Context: an optimization exercise on an open-source flow, tuned for a short achievable clock period and few clock cycles. The choices shown serve that exercise and are no tape-out recipe.
Function was checked by simulation only, so behaviour that the tests miss may differ from the original.
No activity file was given, so power comes from the tool's default toggle rates.

`flow/constraint.sdc`:
```
create_clock -name core_clock -period 8.5 [get_ports {clk}]
set_input_delay 1.7000 -clock core_clock [delete_from_list [all_inputs] [get_ports {clk}]]
set_output_delay 1.7000 -clock core_clock [all_outputs]
set_load 0.01 [all_outputs]
```
`flow/run.sh`:
```
#!/bin/bash
# synth_recipe.tcl (not shown) runs the flow's synth.tcl, then flattens the netlist and writes it again
# the make line also repeats each setting of config.mk as NAME=value (left out here)
make -C /OpenROAD-flow-scripts/flow DESIGN_CONFIG=/design/flow/config.mk WORK_HOME=/design/flow/orfs CLKGATE_MAP_FILE= SYNTH_SCRIPT=/design/flow/synth_recipe.tcl finish
```
`flow/config.mk`:
```
export PLATFORM = sky130hd
export DESIGN_NAME = rv32i_core
export DESIGN_NICKNAME = rv32i_core
export VERILOG_FILES = /design/flow/design.v
export SDC_FILE = /design/flow/constraint.sdc
export NUM_CORES = 4
export LEC_CHECK = 0
export ABC_CLOCK_PERIOD_IN_PS = 3000
export CAP_MARGIN = 40
export CORE_MARGIN = 2
export CORE_UTILIZATION = 40
export SETUP_SLACK_MARGIN = 5
export SLEW_MARGIN = 40
```
`flow/design.v`:
```
`default_nettype none
package rv32_pkg;
    typedef logic [31:0] xlen_t;
    typedef logic [31:0] instr_t;
    typedef logic [4:0]  reg_addr_t;
    localparam logic [6:0] OPC_OP     = 7'b0110011;
    localparam logic [6:0] OPC_OP_IMM = 7'b0010011;
    localparam logic [6:0] OPC_LUI    = 7'b0110111;
    localparam logic [6:0] OPC_AUIPC  = 7'b0010111;
    localparam logic [6:0] OPC_BRANCH = 7'b1100011;
    localparam logic [6:0] OPC_JAL    = 7'b1101111;
    localparam logic [6:0] OPC_JALR   = 7'b1100111;
    localparam int RS_ADD  = 0;
    localparam int RS_SLL  = 1;
    localparam int RS_SLT  = 2;
    localparam int RS_SLTU = 3;
    localparam int RS_XOR  = 4;
    localparam int RS_SR   = 5;
    localparam int RS_OR   = 6;
    localparam int RS_AND  = 7;
    localparam int RS_LINK = 8;
    localparam int RS_N    = 9;
    localparam int BR_N = 6;
    localparam int BTB_IDX = 5;
    localparam int BTB_TAG = 7;
    localparam int BTB_TGT = 13;
    localparam int LP_IDX = 4;
    localparam int LP_CNT = 4;
endpackage
`default_nettype wire
`timescale 1ns/1ns
`default_nettype none
module alu (
    input  logic [rv32_pkg::RS_N-1:0] sel,
    input  logic                      sra,
    input  logic [31:0]               sum,
    input  logic                      lt,
    input  logic                      ltu,
    input  logic [31:0]               a,
    input  logic [31:0]               b,
    input  logic [31:0]               link,
    output logic [31:0]               result
);
    logic [31:0] sll;
    logic [31:0] srl;
    assign sll  = a << b[4:0];
    assign srl  = sra ? 32'($signed(a) >>> b[4:0]) : (a >> b[4:0]);
    assign result = ({32{sel[rv32_pkg::RS_ADD]}}  & sum)
                  | ({32{sel[rv32_pkg::RS_SLL]}}  & sll)
                  | ({32{sel[rv32_pkg::RS_SLT]}}  & {31'b0, lt})
                  | ({32{sel[rv32_pkg::RS_SLTU]}} & {31'b0, ltu})
                  | ({32{sel[rv32_pkg::RS_XOR]}}  & (a ^ b))
                  | ({32{sel[rv32_pkg::RS_SR]}}   & srl)
                  | ({32{sel[rv32_pkg::RS_OR]}}   & (a | b))
                  | ({32{sel[rv32_pkg::RS_AND]}}  & (a & b))
                  | ({32{sel[rv32_pkg::RS_LINK]}} & link);
endmodule
`default_nettype wire
`timescale 1ns/1ns
`default_nettype none
module fetch_unit (
    input  logic                        clk,
    input  logic                        rst,
    output logic [31:0]                 imem_addr,
    input  logic                        redirect_valid,
    input  logic [31:1]                 redirect_target,
    input  logic                        redirect_taken,
    input  logic                        redirect_kill_t,
    input  logic                        redirect_kill_n,
    input  logic [31:1]                 redirect_tgt_t,
    input  logic [31:1]                 redirect_tgt_n,
    input  logic                        upd_valid,
    input  logic [rv32_pkg::BTB_IDX-1:0] upd_idx,
    input  logic [rv32_pkg::BTB_TAG-1:0] upd_tag,
    input  logic                        upd_retc,
    input  logic                        upd_bwd,
    input  logic                        lpu_valid,
    input  logic [rv32_pkg::LP_IDX-1:0] lpu_idx,
    input  logic                        lpu_taken,
    input  logic                        ras_push,
    input  logic                        ras_pop,
    input  logic [rv32_pkg::BTB_TGT:1]  ras_link,
    output logic [31:1]                 pc_f,
    output logic                        m_valid,
    output logic [31:1]                 pc_m,
    output logic                        rst_q
);
    localparam int NE = 1 << rv32_pkg::BTB_IDX;
    localparam int IL = 2;
    localparam int IH = rv32_pkg::BTB_IDX + 1;
    localparam int TL = rv32_pkg::BTB_IDX + 2;
    localparam int TH = rv32_pkg::BTB_IDX + rv32_pkg::BTB_TAG + 1;
    logic [NE-1:0]               btb_v;
    logic [rv32_pkg::BTB_TAG-1:0] btb_tag [0:NE-1];
    logic [rv32_pkg::BTB_TGT:1]  btb_tgt [0:NE-1];
    logic [NE-1:0]               btb_ret;
    logic [NE-1:0]               btb_bwd;
    localparam int NL = 1 << rv32_pkg::LP_IDX;
    logic [NL-1:0]               lp_v;
    logic [rv32_pkg::LP_CNT-1:0] lp_trip [0:NL-1];
    logic [rv32_pkg::LP_CNT-1:0] lp_cnt  [0:NL-1];
    logic [NL-1:0]               lp_exit;
    logic [rv32_pkg::BTB_TGT:1]  ras [0:3];
    logic [1:0]                  ras_ptr;
    logic [rv32_pkg::BTB_TGT:1]  ras_top;
    logic [rv32_pkg::BTB_TGT:1]  last_pop;
    logic [rv32_pkg::BTB_IDX-1:0] idx;
    logic                        hit;
    logic [31:1]                 pred;
    logic [rv32_pkg::BTB_TGT:1]  hit_tgt;
    logic [31:1]                 next_t;
    logic [31:1]                 next_n;
    logic [31:1]                 pc_next;
    assign imem_addr = {pc_f, 1'b0};
    assign idx       = pc_f[IH:IL];
    assign ras_top   = ras_push ? ras_link : ras[ras_ptr];
    always_comb begin
        for (int j = 0; j < NL; j++) begin
            lp_exit[j] = lp_v[j] && (lp_cnt[j] == lp_trip[j]) && (lp_trip[j] != '1);
        end
    end
    always_comb begin
        logic [rv32_pkg::BTB_TGT:1] t;
        hit = 1'b0;
        t   = '0;
        for (int i = 0; i < NE; i++) begin
            if (btb_v[i] && idx == i && btb_tag[i] == pc_f[TH:TL] &&
                !(btb_bwd[i] && lp_exit[i % NL])) begin
                hit = 1'b1;
            end
            t = t | ({rv32_pkg::BTB_TGT{idx == i}} & (btb_ret[i] ? ras_top : btb_tgt[i]));
        end
        hit_tgt = t;
    end
    assign pred      = hit ? {pc_f[31:rv32_pkg::BTB_TGT+1], hit_tgt} : (pc_f + 31'd2);
    assign next_t    = rst ? 31'd0 : (redirect_kill_t ? redirect_tgt_t : pred);
    assign next_n    = rst ? 31'd0 : (redirect_kill_n ? redirect_tgt_n : pred);
    pc_select u_pc_select (
        .sel (redirect_taken),
        .a   (next_t),
        .b   (next_n),
        .y   (pc_next)
    );
    always_ff @(posedge clk) begin
        rst_q <= rst;
        pc_m  <= pc_f;
        pc_f  <= pc_next;
        if (rst) begin
            m_valid <= 1'b1;
        end else begin
            m_valid <= !redirect_valid && !rst_q;
        end
    end
    always_ff @(posedge clk) begin
        if (rst) begin
            btb_v <= '0;
        end else if (upd_valid) begin
            btb_v[upd_idx] <= 1'b1;
        end
        if (upd_valid) begin
            btb_tag[upd_idx] <= upd_tag;
            btb_tgt[upd_idx] <= pc_f[rv32_pkg::BTB_TGT:1];
            btb_ret[upd_idx] <= upd_retc && (pc_f[rv32_pkg::BTB_TGT:1] == last_pop);
            btb_bwd[upd_idx] <= upd_bwd;
        end
    end
    always_ff @(posedge clk) begin
        if (rst) begin
            lp_v <= '0;
            for (int j = 0; j < NL; j++) begin
                lp_cnt[j]  <= '0;
                lp_trip[j] <= '0;
            end
        end else if (lpu_valid) begin
            if (lpu_taken) begin
                if (lp_cnt[lpu_idx] != '1) begin
                    lp_cnt[lpu_idx] <= lp_cnt[lpu_idx] + 1'b1;
                end
            end else begin
                lp_v[lpu_idx]    <= 1'b1;
                lp_trip[lpu_idx] <= lp_cnt[lpu_idx];
                lp_cnt[lpu_idx]  <= '0;
            end
        end
    end
    always_ff @(posedge clk) begin
        if (rst) begin
            ras_ptr  <= '0;
            last_pop <= '0;
            for (int i = 0; i < 4; i++) begin
                ras[i] <= '0;
            end
        end else if (ras_push) begin
            ras_ptr           <= ras_ptr + 2'd1;
            ras[ras_ptr + 2'd1] <= ras_link;
        end else if (ras_pop) begin
            ras_ptr  <= ras_ptr - 2'd1;
            last_pop <= ras[ras_ptr];
        end
    end
endmodule
`default_nettype wire
`default_nettype none
module pc_select (
    input  logic        sel,
    input  logic [31:1] a,
    input  logic [31:1] b,
    output logic [31:1] y
);
    assign y = sel ? a : b;
endmodule
`default_nettype wire
`timescale 1ns/1ns
`default_nettype none
module decode_unit (
    input  logic                      clk,
    input  logic                      rst,
    input  logic [31:0]               instr,
    input  logic                      m_valid,
    input  logic [31:1]               pc_m,
    input  logic [31:1]               pc_f,
    input  logic                      rst_q,
    input  logic                      kill,
    output logic [4:0]                rs1_addr,
    output logic [4:0]                rs2_addr,
    input  logic [31:0]               rs1_data,
    input  logic [31:0]               rs2_data,
    output logic                      e_valid,
    output logic [31:1]               e_pc,
    output logic [31:1]               e_link,
    output logic [31:1]               e_pnpc,
    output logic                      e_seq_ok,
    output logic [31:0]               e_a,
    output logic [31:0]               e_b,
    output logic                      e_fa,
    output logic                      e_fb,
    output logic [31:0]               e_imm,
    output logic [rv32_pkg::RS_N-1:0] e_sel,
    output logic                      e_sub,
    output logic                      e_sra,
    output logic [rv32_pkg::BR_N-1:0] e_br,
    output logic                      e_jal,
    output logic                      e_jalr,
    output logic                      e_push,
    output logic                      e_pop,
    output logic                      e_bwd,
    output logic                      e_wr,
    output logic [4:0]                e_rd
);
    logic [6:0]  opcode;
    logic [2:0]  funct3;
    logic [4:0]  rd;
    logic [31:0] imm_i;
    logic [31:0] imm_u;
    logic [31:0] imm_b;
    logic [31:0] imm_j;
    logic [31:1] link;
    logic is_op, is_opi, is_lui, is_auipc, is_br, is_jal, is_jalr;
    logic use1, use2;
    logic [rv32_pkg::RS_N-1:0] sel;
    logic [rv32_pkg::BR_N-1:0] br;
    logic [31:0] a;
    logic [31:0] b;
    logic [31:0] imm;
    logic        wr;
    assign opcode   = instr[6:0];
    assign rd       = instr[11:7];
    assign funct3   = instr[14:12];
    assign rs1_addr = instr[19:15];
    assign rs2_addr = instr[24:20];
    assign imm_i = {{20{instr[31]}}, instr[31:20]};
    assign imm_u = {instr[31:12], 12'b0};
    assign imm_b = {{19{instr[31]}}, instr[31], instr[7], instr[30:25], instr[11:8], 1'b0};
    assign imm_j = {{11{instr[31]}}, instr[31], instr[19:12], instr[20], instr[30:21], 1'b0};
    assign is_op    = opcode == rv32_pkg::OPC_OP;
    assign is_opi   = opcode == rv32_pkg::OPC_OP_IMM;
    assign is_lui   = opcode == rv32_pkg::OPC_LUI;
    assign is_auipc = opcode == rv32_pkg::OPC_AUIPC;
    assign is_br    = opcode == rv32_pkg::OPC_BRANCH;
    assign is_jal   = opcode == rv32_pkg::OPC_JAL;
    assign is_jalr  = opcode == rv32_pkg::OPC_JALR;
    assign use1 = is_op || is_opi || is_jalr || is_br;
    assign use2 = is_op || is_br;
    assign link = pc_m + 31'd2;
    always_comb begin
        sel = '0;
        if (is_op || is_opi) begin
            sel[funct3 == 3'b000 ? rv32_pkg::RS_ADD  :
                funct3 == 3'b001 ? rv32_pkg::RS_SLL  :
                funct3 == 3'b010 ? rv32_pkg::RS_SLT  :
                funct3 == 3'b011 ? rv32_pkg::RS_SLTU :
                funct3 == 3'b100 ? rv32_pkg::RS_XOR  :
                funct3 == 3'b101 ? rv32_pkg::RS_SR   :
                funct3 == 3'b110 ? rv32_pkg::RS_OR   : rv32_pkg::RS_AND] = 1'b1;
        end
        if (is_lui || is_auipc) sel[rv32_pkg::RS_ADD]  = 1'b1;
        if (is_jal || is_jalr)  sel[rv32_pkg::RS_LINK] = 1'b1;
    end
    always_comb begin
        br = '0;
        if (is_br) begin
            case (funct3)
                3'b000:  br[0] = 1'b1;
                3'b001:  br[1] = 1'b1;
                3'b100:  br[2] = 1'b1;
                3'b101:  br[3] = 1'b1;
                3'b110:  br[4] = 1'b1;
                3'b111:  br[5] = 1'b1;
                default: ;
            endcase
        end
    end
    assign wr = (is_op || is_opi || is_lui || is_auipc || is_jal || is_jalr) && rd != '0;
    assign a   = use1 ? rs1_data : (is_auipc ? {pc_m, 1'b0} : 32'd0);
    assign b   = use2 ? rs2_data : (is_opi ? imm_i : imm_u);
    assign imm = is_br ? imm_b : (is_jal ? imm_j : imm_i);
    always_ff @(posedge clk) begin
        e_valid  <= m_valid && !kill && !rst;
        e_pc     <= pc_m;
        e_link   <= link;
        e_pnpc   <= rst_q ? link : pc_f;
        e_seq_ok <= rst_q || (pc_f == link);
        e_a      <= a;
        e_b      <= b;
        e_fa     <= use1 && e_valid && e_wr && rs1_addr == e_rd;
        e_fb     <= use2 && e_valid && e_wr && rs2_addr == e_rd;
        e_imm    <= imm;
        e_sel    <= sel;
        e_sub    <= is_op && instr[30];
        e_sra    <= instr[30];
        e_br     <= rst ? '0 : br;
        e_jal    <= is_jal;
        e_jalr   <= is_jalr;
        e_push   <= (is_jal || is_jalr) && rd != '0;
        e_pop    <= is_jalr && rd == '0;
        e_bwd    <= (br != '0) && instr[31];
        e_wr     <= wr;
        e_rd     <= rd;
    end
endmodule
`default_nettype wire
`timescale 1ns/1ns
`default_nettype none
module register_file (
    input  logic        clk,
    input  logic        rst,
    input  logic [4:0]  rs1_addr,
    input  logic [4:0]  rs2_addr,
    output logic [31:0] rs1_data,
    output logic [31:0] rs2_data,
    input  logic        wb_valid,
    input  logic [4:0]  wb_rd,
    input  logic [31:0] wb_data
);
    logic [31:0] regs [1:31];
    always_ff @(posedge clk) begin
        if (rst) begin
            for (int i = 1; i < 32; i++) begin
                regs[i] <= '0;
            end
        end else if (wb_valid) begin
            regs[wb_rd] <= wb_data;
        end
    end
    always_comb begin
        if (rs1_addr == '0)                      rs1_data = '0;
        else if (wb_valid && wb_rd == rs1_addr)  rs1_data = wb_data;
        else                                     rs1_data = regs[rs1_addr];
        if (rs2_addr == '0)                      rs2_data = '0;
        else if (wb_valid && wb_rd == rs2_addr)  rs2_data = wb_data;
        else                                     rs2_data = regs[rs2_addr];
    end
endmodule
`default_nettype wire
`timescale 1ns/1ns
`default_nettype none
module execute_unit (
    input  logic                         clk,
    input  logic                         rst,
    input  logic                         e_valid,
    input  logic [31:1]                  e_pc,
    input  logic [31:1]                  e_link,
    input  logic [31:1]                  e_pnpc,
    input  logic                         e_seq_ok,
    input  logic [31:0]                  e_a,
    input  logic [31:0]                  e_b,
    input  logic                         e_fa,
    input  logic                         e_fb,
    input  logic [31:0]                  e_imm,
    input  logic [rv32_pkg::RS_N-1:0]    e_sel,
    input  logic                         e_sub,
    input  logic                         e_sra,
    input  logic [rv32_pkg::BR_N-1:0]    e_br,
    input  logic                         e_jal,
    input  logic                         e_jalr,
    input  logic                         e_push,
    input  logic                         e_pop,
    input  logic                         e_bwd,
    input  logic                         e_wr,
    input  logic [4:0]                   e_rd,
    output logic                         redirect_valid,
    output logic [31:1]                  redirect_target,
    output logic                         redirect_taken,
    output logic                         redirect_kill_t,
    output logic                         redirect_kill_n,
    output logic [31:1]                  redirect_tgt_t,
    output logic [31:1]                  redirect_tgt_n,
    output logic                         upd_valid,
    output logic [rv32_pkg::BTB_IDX-1:0] upd_idx,
    output logic [rv32_pkg::BTB_TAG-1:0] upd_tag,
    output logic                         upd_retc,
    output logic                         upd_bwd,
    output logic                         lpu_valid,
    output logic [rv32_pkg::LP_IDX-1:0]  lpu_idx,
    output logic                         lpu_taken,
    output logic                         ras_push,
    output logic                         ras_pop,
    output logic [rv32_pkg::BTB_TGT:1]   ras_link,
    output logic                         wb_valid,
    output logic [4:0]                   wb_rd,
    output logic [31:0]                  wb_data
);
    logic [31:0] op_a;
    logic [31:0] op_b;
    logic [31:0] result;
    logic [31:0] sum;
    logic        lt, ltu;
    logic [31:0] sum_p [0:3];
    logic [3:0]  lt_p, ltu_p, tk_p;
    logic        taken;
    logic [31:0] br_sum;
    logic [31:0] jr_sum;
    logic        br_ok, jr_ok;
    logic        kill_t, kill_n;
    logic [31:1] tgt_t, tgt_n;
    assign op_a = e_fa ? wb_data : e_a;
    assign op_b = e_fb ? wb_data : e_b;
    always_comb begin
        logic [31:0] pa, pb;
        logic        peq;
        for (int p = 0; p < 4; p++) begin
            pa = p[0] ? wb_data : e_a;
            pb = p[1] ? wb_data : e_b;
            sum_p[p] = e_sub ? (pa - pb) : (pa + pb);
            peq      = pa == pb;
            lt_p[p]  = $signed(pa) < $signed(pb);
            ltu_p[p] = pa < pb;
            tk_p[p]  = |(e_br & {!ltu_p[p], ltu_p[p], !lt_p[p], lt_p[p], !peq, peq});
        end
    end
    assign sum   = sum_p[{e_fb, e_fa}];
    assign lt    = lt_p[{e_fb, e_fa}];
    assign ltu   = ltu_p[{e_fb, e_fa}];
    assign taken = tk_p[{e_fb, e_fa}];
    alu u_alu (
        .sel    (e_sel),
        .sra    (e_sra),
        .sum    (sum),
        .lt     (lt),
        .ltu    (ltu),
        .a      (op_a),
        .b      (op_b),
        .link   ({e_link, 1'b0}),
        .result (result)
    );
    assign br_sum = {e_pc, 1'b0} + e_imm;
    assign jr_sum = e_fa ? (wb_data + e_imm) : (e_a + e_imm);
    always_comb begin
        logic [31:1] cb;
        logic [31:1] cj;
        logic [31:1] cw;
        logic        ja, jw;
        br_ok = 1'b1;
        ja    = 1'b1;
        jw    = 1'b1;
        cb[1] = 1'b0;
        cj[1] = e_a[0] & e_imm[0];
        cw[1] = wb_data[0] & e_imm[0];
        for (int i = 2; i < 32; i++) begin
            cb[i] = (e_pc[i-1] & e_imm[i-1]) | ((e_pc[i-1] ^ e_imm[i-1]) & ~e_pnpc[i-1]);
            cj[i] = (e_a[i-1] & e_imm[i-1]) | ((e_a[i-1] ^ e_imm[i-1]) & ~e_pnpc[i-1]);
            cw[i] = (wb_data[i-1] & e_imm[i-1]) | ((wb_data[i-1] ^ e_imm[i-1]) & ~e_pnpc[i-1]);
        end
        for (int i = 1; i < 32; i++) begin
            br_ok = br_ok & ~(e_pc[i] ^ e_imm[i] ^ e_pnpc[i] ^ cb[i]);
            ja    = ja & ~(e_a[i] ^ e_imm[i] ^ e_pnpc[i] ^ cj[i]);
            jw    = jw & ~(wb_data[i] ^ e_imm[i] ^ e_pnpc[i] ^ cw[i]);
        end
        jr_ok = e_fa ? jw : ja;
    end
    assign kill_t = e_valid && (e_jalr ? !jr_ok : !br_ok);
    assign tgt_t  = e_jalr ? jr_sum[31:1] : br_sum[31:1];
    assign kill_n = e_valid && (e_jalr ? !jr_ok : (e_jal ? !br_ok : !e_seq_ok));
    assign tgt_n  = e_jalr ? jr_sum[31:1] : (e_jal ? br_sum[31:1] : e_link);
    assign redirect_taken  = taken;
    assign redirect_kill_t = kill_t;
    assign redirect_kill_n = kill_n;
    assign redirect_tgt_t  = tgt_t;
    assign redirect_tgt_n  = tgt_n;
    assign redirect_valid  = taken ? kill_t : kill_n;
    assign redirect_target = taken ? tgt_t : tgt_n;
    assign ras_push = e_valid && e_push;
    assign ras_pop  = e_valid && e_pop;
    assign ras_link = e_link[rv32_pkg::BTB_TGT:1];
    always_ff @(posedge clk) begin
        upd_valid  <= redirect_valid && !(e_bwd && !taken) && !rst;
        upd_bwd    <= e_bwd;
        lpu_valid  <= e_valid && e_bwd && !rst;
        lpu_idx    <= e_pc[rv32_pkg::LP_IDX+1:2];
        lpu_taken  <= taken;
        upd_idx    <= e_pc[rv32_pkg::BTB_IDX+1:2];
        upd_tag    <= e_pc[rv32_pkg::BTB_IDX+rv32_pkg::BTB_TAG+1:rv32_pkg::BTB_IDX+2];
        upd_retc   <= e_pop;
    end
    always_ff @(posedge clk) begin
        wb_valid <= e_valid && e_wr && !rst;
        wb_rd    <= e_rd;
        wb_data  <= result;
    end
endmodule
`default_nettype wire
`timescale 1ns/1ns
`default_nettype none
module rv32i_core (
    input  logic             clk,
    input  logic             rst,
    output logic [31:0]      imem_addr,
    input  logic [31:0]      imem_data,
    output logic             wb_valid,
    output logic [4:0]       wb_rd,
    output logic [31:0]      wb_data
);
    logic        redirect_valid;
    logic [31:1] redirect_target;
    logic        redirect_taken;
    logic        redirect_kill_t;
    logic        redirect_kill_n;
    logic [31:1] redirect_tgt_t;
    logic [31:1] redirect_tgt_n;
    logic        upd_valid;
    logic [rv32_pkg::BTB_IDX-1:0] upd_idx;
    logic [rv32_pkg::BTB_TAG-1:0] upd_tag;
    logic        upd_retc;
    logic        upd_bwd;
    logic        lpu_valid;
    logic [rv32_pkg::LP_IDX-1:0] lpu_idx;
    logic        lpu_taken;
    logic        e_bwd;
    logic        ras_push;
    logic        ras_pop;
    logic [rv32_pkg::BTB_TGT:1] ras_link;
    logic        e_push;
    logic        e_pop;
    logic [31:1] pc_f;
    logic        m_valid;
    logic [31:1] pc_m;
    logic        rst_q;
    logic [4:0]  rs1_addr;
    logic [4:0]  rs2_addr;
    logic [31:0] rs1_data;
    logic [31:0] rs2_data;
    logic                      e_valid;
    logic [31:1]               e_pc;
    logic [31:1]               e_link;
    logic [31:1]               e_pnpc;
    logic                      e_seq_ok;
    logic [31:0]               e_a;
    logic [31:0]               e_b;
    logic                      e_fa;
    logic                      e_fb;
    logic [31:0]               e_imm;
    logic [rv32_pkg::RS_N-1:0] e_sel;
    logic                      e_sub;
    logic                      e_sra;
    logic [rv32_pkg::BR_N-1:0] e_br;
    logic                      e_jal;
    logic                      e_jalr;
    logic                      e_wr;
    logic [4:0]                e_rd;
    fetch_unit u_fetch (
        .clk             (clk),
        .rst             (rst),
        .imem_addr       (imem_addr),
        .redirect_valid  (redirect_valid),
        .redirect_target (redirect_target),
        .redirect_taken  (redirect_taken),
        .redirect_kill_t (redirect_kill_t),
        .redirect_kill_n (redirect_kill_n),
        .redirect_tgt_t  (redirect_tgt_t),
        .redirect_tgt_n  (redirect_tgt_n),
        .upd_valid       (upd_valid),
        .upd_idx         (upd_idx),
        .upd_tag         (upd_tag),
        .upd_retc        (upd_retc),
        .upd_bwd         (upd_bwd),
        .lpu_valid       (lpu_valid),
        .lpu_idx         (lpu_idx),
        .lpu_taken       (lpu_taken),
        .ras_push        (ras_push),
        .ras_pop         (ras_pop),
        .ras_link        (ras_link),
        .pc_f            (pc_f),
        .m_valid         (m_valid),
        .pc_m            (pc_m),
        .rst_q           (rst_q)
    );
    decode_unit u_decode (
        .clk      (clk),
        .rst      (rst),
        .instr    (imem_data),
        .m_valid  (m_valid),
        .pc_m     (pc_m),
        .pc_f     (pc_f),
        .rst_q    (rst_q),
        .kill     (redirect_valid),
        .rs1_addr (rs1_addr),
        .rs2_addr (rs2_addr),
        .rs1_data (rs1_data),
        .rs2_data (rs2_data),
        .e_valid  (e_valid),
        .e_pc     (e_pc),
        .e_link   (e_link),
        .e_pnpc   (e_pnpc),
        .e_seq_ok (e_seq_ok),
        .e_a      (e_a),
        .e_b      (e_b),
        .e_fa     (e_fa),
        .e_fb     (e_fb),
        .e_imm    (e_imm),
        .e_sel    (e_sel),
        .e_sub    (e_sub),
        .e_sra    (e_sra),
        .e_br     (e_br),
        .e_jal    (e_jal),
        .e_jalr   (e_jalr),
        .e_push   (e_push),
        .e_pop    (e_pop),
        .e_bwd    (e_bwd),
        .e_wr     (e_wr),
        .e_rd     (e_rd)
    );
    register_file u_regfile (
        .clk      (clk),
        .rst      (rst),
        .rs1_addr (rs1_addr),
        .rs2_addr (rs2_addr),
        .rs1_data (rs1_data),
        .rs2_data (rs2_data),
        .wb_valid (wb_valid),
        .wb_rd    (wb_rd),
        .wb_data  (wb_data)
    );
    execute_unit u_execute (
        .clk             (clk),
        .rst             (rst),
        .e_valid         (e_valid),
        .e_pc            (e_pc),
        .e_link          (e_link),
        .e_pnpc          (e_pnpc),
        .e_seq_ok        (e_seq_ok),
        .e_a             (e_a),
        .e_b             (e_b),
        .e_fa            (e_fa),
        .e_fb            (e_fb),
        .e_imm           (e_imm),
        .e_sel           (e_sel),
        .e_sub           (e_sub),
        .e_sra           (e_sra),
        .e_br            (e_br),
        .e_jal           (e_jal),
        .e_jalr          (e_jalr),
        .e_push          (e_push),
        .e_pop           (e_pop),
        .e_bwd           (e_bwd),
        .e_wr            (e_wr),
        .e_rd            (e_rd),
        .redirect_valid  (redirect_valid),
        .redirect_target (redirect_target),
        .redirect_taken  (redirect_taken),
        .redirect_kill_t (redirect_kill_t),
        .redirect_kill_n (redirect_kill_n),
        .redirect_tgt_t  (redirect_tgt_t),
        .redirect_tgt_n  (redirect_tgt_n),
        .upd_valid       (upd_valid),
        .upd_idx         (upd_idx),
        .upd_tag         (upd_tag),
        .upd_retc        (upd_retc),
        .upd_bwd         (upd_bwd),
        .lpu_valid       (lpu_valid),
        .lpu_idx         (lpu_idx),
        .lpu_taken       (lpu_taken),
        .ras_push        (ras_push),
        .ras_pop         (ras_pop),
        .ras_link        (ras_link),
        .wb_valid        (wb_valid),
        .wb_rd           (wb_rd),
        .wb_data         (wb_data)
    );
endmodule
`default_nettype wire
```
==> summary.txt <==
# TYPE chip_impl_metric gauge
chip_impl_info{name="status",value="finished clean"} 1
chip_impl_metric{name="slew-limit-headroom",unit="%"} 32.4
chip_impl_metric{name="grt_max_degree",unit=""} 133
chip_impl_metric{name="max_stage_delay_on_crit_path",unit="ps"} 430
chip_impl_metric{name="synthArstFlopShare",unit="%"} 0
chip_impl_metric{name="place_area",unit="mm²"} 0.138
chip_impl_metric{name="synth_compound_area_share",unit="%"} 12.8
chip_impl_metric{name="finalNetCount",unit=""} 12700
chip_impl_metric{name="final-max-slew-violation-count",unit=""} 0
chip_impl_metric{name="mappedNetlistArea",unit="mm²"} 0.131
chip_impl_metric{name="layout_setup_ws",unit="ps"} 4300
chip_impl_metric{name="drive_gt1_share",unit="%"} 21.4
chip_impl_metric{name="wl_per_cell",unit="µm"} 34.7
chip_impl_metric{name="cp_data_arrival_time",unit="ps"} 5070
chip_impl_metric{name="fp.dieArea",unit="mm²"} 0.332
chip_impl_metric{name="synth_edf_count",unit=""} 1908
chip_impl_metric{name="io_buffer_count",unit=""} 102
chip_impl_metric{name="relative_contribution_of_sequential_cells_to_total_power",unit="%"} 44.3
chip_impl_metric{name="initial_antenna_violation_count",unit=""} 37
chip_impl_info{name="grt_setup_unrepaired",value="true"} 1
chip_impl_metric{name="globalRoute.totalOverflow",unit=""} 0
chip_impl_info{name="timing.critical_path.slowest_stage_cell",value="sky130_fd_sc_hd__or4_1"} 1
chip_impl_metric{name="dr_total_vias",unit=""} 111000
chip_impl_metric{name="tns",unit="ps"} 0
chip_impl_metric{name="total_leakage_power",unit="nW"} 55.8
chip_impl_metric{name="clk_latency",unit="ps"} 950
chip_impl_metric{name="cp.required",unit="ps"} 9370
chip_impl_metric{name="worstRegToRegCells",unit=""} 15
chip_impl_metric{name="p_clk_share",unit="%"} 41.0
chip_impl_info{name="cts-root-buf",value="sky130_fd_sc_hd__clkbuf_16"} 1
chip_impl_metric{name="clk_transition_reported_paths",unit="ps"} 70
chip_impl_metric{name="ios",unit=""} 104
chip_impl_info{name="min-delay-path-class",value="register to register"} 1
chip_impl_metric{name="pwr-share-comb",unit="%"} 14.7
chip_impl_metric{name="drt.antenna.violating_nets",unit=""} 0
chip_impl_metric{name="layout.filler_cells",unit=""} 29200
chip_impl_metric{name="totalWireLength",unit="µm"} 583000
chip_impl_metric{name="die_h",unit="µm"} 576
chip_impl_metric{name="avgSynthCellArea",unit="µm²"} 10.9
chip_impl_metric{name="drc",unit=""} 0
chip_impl_metric{name="post-route-util",unit="%"} 48.1
chip_impl_metric{name="achievable-frequency",unit="MHz"} 238
chip_impl_metric{name="synth_fa_ha_area_share",unit="%"} 4.64
chip_impl_metric{name="postSynthCellCount",unit=""} 12100
chip_impl_metric{name="finalCriticalPeriod",unit="ps"} 4200
chip_impl_metric{name="initial_core_util",unit="%"} 40.1
chip_impl_metric{name="cts.sinks",unit=""} 2300
chip_impl_metric{name="hold_depth",unit=""} 0
chip_impl_metric{name="track_usage",unit="%"} 33.9
chip_impl_metric{name="power_per_unit_of_standard_cell_area",unit="mW/mm²"} 184
chip_impl_metric{name="worst_slew_pin_slew",unit="ps"} 1000
chip_impl_info{name="critPathKind",value="register to register"} 1
chip_impl_metric{name="synth.mux.area_fraction",unit="%"} 11.2
chip_impl_info{name="endpoint_kind",value="register"} 1
chip_impl_metric{name="first_global_vias",unit=""} 106000
chip_impl_metric{name="synth_seq_area_share",unit="%"} 49.8
chip_impl_metric{name="grt_first_pass_wirelength",unit="µm"} 807000
chip_impl_info{name="synth_ff_type",value="sky130_fd_sc_hd__edfxtp_1"} 1
chip_impl_metric{name="numCtsBuffers",unit=""} 272
chip_impl_metric{name="core_area",unit="mm²"} 0.326
chip_impl_metric{name="ctsLongestPathBuffers",unit=""} 4
chip_impl_metric{name="layout-area-overhead-vs-synth",unit="%"} 19.9
chip_impl_metric{name="skew",unit="ps"} 97.3
chip_impl_metric{name="netlist-cell-type-count",unit=""} 98
chip_impl_info{name="critical_path.startpoint_type",value="register"} 1
chip_impl_metric{name="die_width",unit="µm"} 576
chip_impl_metric{name="switching_share",unit="%"} 27.8
chip_impl_metric{name="seq_cells_post_synth",unit=""} 2300
chip_impl_metric{name="portion_of_the_clock_cycle_consumed_by_the_worst_path_in_the_final_layout",unit="%"} 49.4
chip_impl_info{name="synth_top_family_by_area",value="simple AND/OR/NAND/NOR gates"} 1
chip_impl_metric{name="vdd_ir_drop_max",unit="mV"} 0.170
chip_impl_metric{name="setup_viol_count_final",unit=""} 0
chip_impl_metric{name="drt-vias-per-instance",unit=""} 6.62
chip_impl_metric{name="synth-warning-count",unit=""} 5
chip_impl_metric{name="htree_levels",unit=""} 5
chip_impl_metric{name="gp_congestion",unit=""} 1.02
chip_impl_info{name="critical_path_cell_by_cell",value="clkinvlp_4, fa_2, a21o_1, a221oi_4, a211oi_4, o311a_1, or4_1, o211a_1, a32o_4, o21bai_4, buf_12, nand2b_4, buf_6, a311o_1, a221oi_2"} 1
chip_impl_metric{name="timing_hold_violations_final",unit=""} 0
chip_impl_metric{name="worst-path-max-fanout",unit=""} 7
chip_impl_metric{name="cap_viol_max_count",unit=""} 0
chip_impl_metric{name="synth_xor_xnor_area_share",unit="%"} 4.23
chip_impl_metric{name="initialDrtViolationCount",unit=""} 16200
chip_impl_metric{name="internal_power",unit="mW"} 20.8
chip_impl_metric{name="reg2reg_setup_slack",unit="ps"} 4300
chip_impl_metric{name="fp-row-count",unit=""} 210
chip_impl_metric{name="final_design_area_no_fill",unit="mm²"} 0.157
chip_impl_info{name="tritoncts",value="built"} 1
chip_impl_metric{name="power_switching",unit="mW"} 8.02
chip_impl_metric{name="detailedPlace.worstSlack",unit="ps"} 2860
chip_impl_metric{name="post_detailed_placement_half_perimeter_wirelength",unit="µm"} 368000
chip_impl_metric{name="synth_simple_gate_area_share",unit="%"} 13.2
chip_impl_metric{name="syn-num-nets",unit=""} 12500
chip_impl_metric{name="dr.pass1.iters",unit=""} 8
## layout by cell type (no fill, tap or decap), drive strengths merged, types with 109 or more instances in the layout
cell,synthesis,routed
a221oi,200,200
nand2,906,906
dfxtp,392,392
nor4,132,132
xnor2,399,399
o21ai,805,805
buf,213,841
a21oi,674,674
clkbuf,837,369
edfxtp,1908,1908
nor3,1108,1108
mux2i,402,402
o22ai,196,196
ha,328,328
clkinv,9,109
mux4,428,428
inv,322,319
nand3,174,175
xor2,233,233
nor2,907,908
## path summary, 6_finish.rpt
kind	from	end
max reg2reg	u_decode.e_b[1]	u_fetch.pc_f[26]
min	u_fetch.pc_m[31]	u_decode.e_pc[31]
max	u_decode.e_b[1]	u_fetch.pc_f[26]
min reg2reg	u_fetch.pc_m[31]	u_decode.e_pc[31]
## sequential cells by signal, indices dropped and copies added (netlist names), 32 cells and up, named ones only
name and flops:
u_fetch.btb_ret 32, u_decode.e_b 32, u_fetch.btb_v 32, u_fetch.btb_tag 224, u_regfile.regs 1024, u_fetch.btb_tgt 416, u_decode.e_a 32, u_fetch.ras 52
u_fetch.lp_cnt 64, u_fetch.btb_bwd 32, u_execute.wb_data 32, u_fetch.lp_trip 64
## per-layer routing
layer	vias up	share of wire [%]	track usage, %
met5	-	0.034	0
met4	30	7.8	22.3
met3	1771	12	8.29
met2	8341	44	51.3
met1	55200	36	43.4
li1	45800	-	-
## stage by stage
| stage | power, mW | instances | hold slack (ps) |
|---|---|---|---|
| floorplan | 15.1 | 12100 | 344 |
| global placement | 16.5 | 15800 | 375 |
| detailed placement | 16.6 | 15800 | 379 |
| CTS | 28.6 | 16700 | 387 |
| global route | 29.4 | 16800 | 409 |
| finish | 28.8 | 16800 | 389 |
## cells by family after synthesis
family / count (synthesis)
and+or+nand+nor: 3710
AOI/OAI and AO/OA: 2679
DFF: 2300
buffers and inverters: 1381
muxes: 922
xor gates and xnor gates: 632
adders and majority gates: 426
other: 1
## synth_stat cells, drive strengths merged (52+ instances only)
cell       n  area share (%)
o22ai    196            0.94
buf      213            0.76
edfxtp  1908              44
nor2b     52            0.25
nor4     132            0.64
nor3    1108             4.2
o211ai   105            0.60
xor2     233             1.6
xnor2    399             2.7
o21ai    805             3.1
clkbuf   837             2.4
mux4     428             7.4
a21oi    674             2.6
nand2b    71            0.34
nor2     907             2.6
nand3    174            0.67
nand2    906             2.6
inv      322            0.92
ha       328             3.1
and2      75            0.36
a211oi    59            0.34
a21o      67            0.38
a221oi   200             1.4
mux2      92            0.79
o21bai    80            0.46
dfxtp    392             6.0
fa        98             1.5
nand4    104            0.50
mux2i    402             3.1
a22oi     64            0.37
a31oi     86            0.41
## power by group through the flow
| stage | Clock (mW) | Sequential (mW) | Combinational [mW] |
|---|---|---|---|
| 2_1_floorplan | 0 | 12.9 | 2.17 |
| 3_3_place_gp | 0 | 13.0 | 3.46 |
| 3_5_place_dp | 0 | 13.1 | 3.51 |
| 4_1_cts | 11.9 | 12.8 | 3.99 |
| 5_1_grt | 12.3 | 12.8 | 4.37 |
| 6_report | 11.8 | 12.8 | 4.25 |
## worst max-delay path: cells and delay by family (launching register included)
| kind | cells | cell delay, ps |
|---|---|---|
| AOI/OAI and AO/OA | 9 | 2380 |
| and+or+nand+nor | 2 | 530 |
| buffers and inverters | 3 | 460 |
| adders and majority gates | 1 | 410 |
| DFF | 1 | 370 |
## timing repair
item	in CTS	in global routing
setup endpoints to repair	852	553
hold buffers	0	0
endpoints found under the hold margin	0	0
pin swaps	160	134
buffers inserted	324	81
resized for setup	1068	330
gates cloned	51	9
## final cells by class
| class | count | area (µm²) | share of cell area (%) |
|---|---|---|---|
| timing repair inverter | 4 | 27.5 | 0.0175 |
| antenna | 14 | 35.0 | 0.0223 |
| clock inverter | 131 | 1260 | 0.802 |
| tap | 4346 | 5440 | 3.47 |
| sequential | 2300 | 65500 | 41.7 |
| clock buffer | 359 | 7550 | 4.81 |
| timing repair buffer | 927 | 10500 | 6.69 |
| inverter | 331 | 1530 | 0.977 |
| multi-input combinational | 8378 | 65100 | 41.5 |
Testbench counts, summed over its fixed seeds: cycles 56,207.

-- re-timing with driven ports --
The results above use ideal ports. As a check the final layout listed here was re-extracted and re-timed, cells and wires unchanged. Step 1, drivers: a clkbuf_16 drives clk and a buf_2 each remaining input, both assumed. Step 2 moves the port delays by t, midway between the first and last clock arrival at a register: inputs arrive t later, outputs are due t later. That takes back most of the time a late clock gives input paths. a / b / c = ideal / step 1 / step 2; a / b = the first two.
shift t [ns]: 0.998
setup slack, ns: 4.299 / 4.299 / 3.729
hold WS [ns]: 0.389 / 0.389 / 0.389
worst setup path at the end: input to register
After both steps this run still meets setup and hold. For this run, drivers alone change the setup slack by 0.000 ns; drivers and shift together by -0.570 ns.
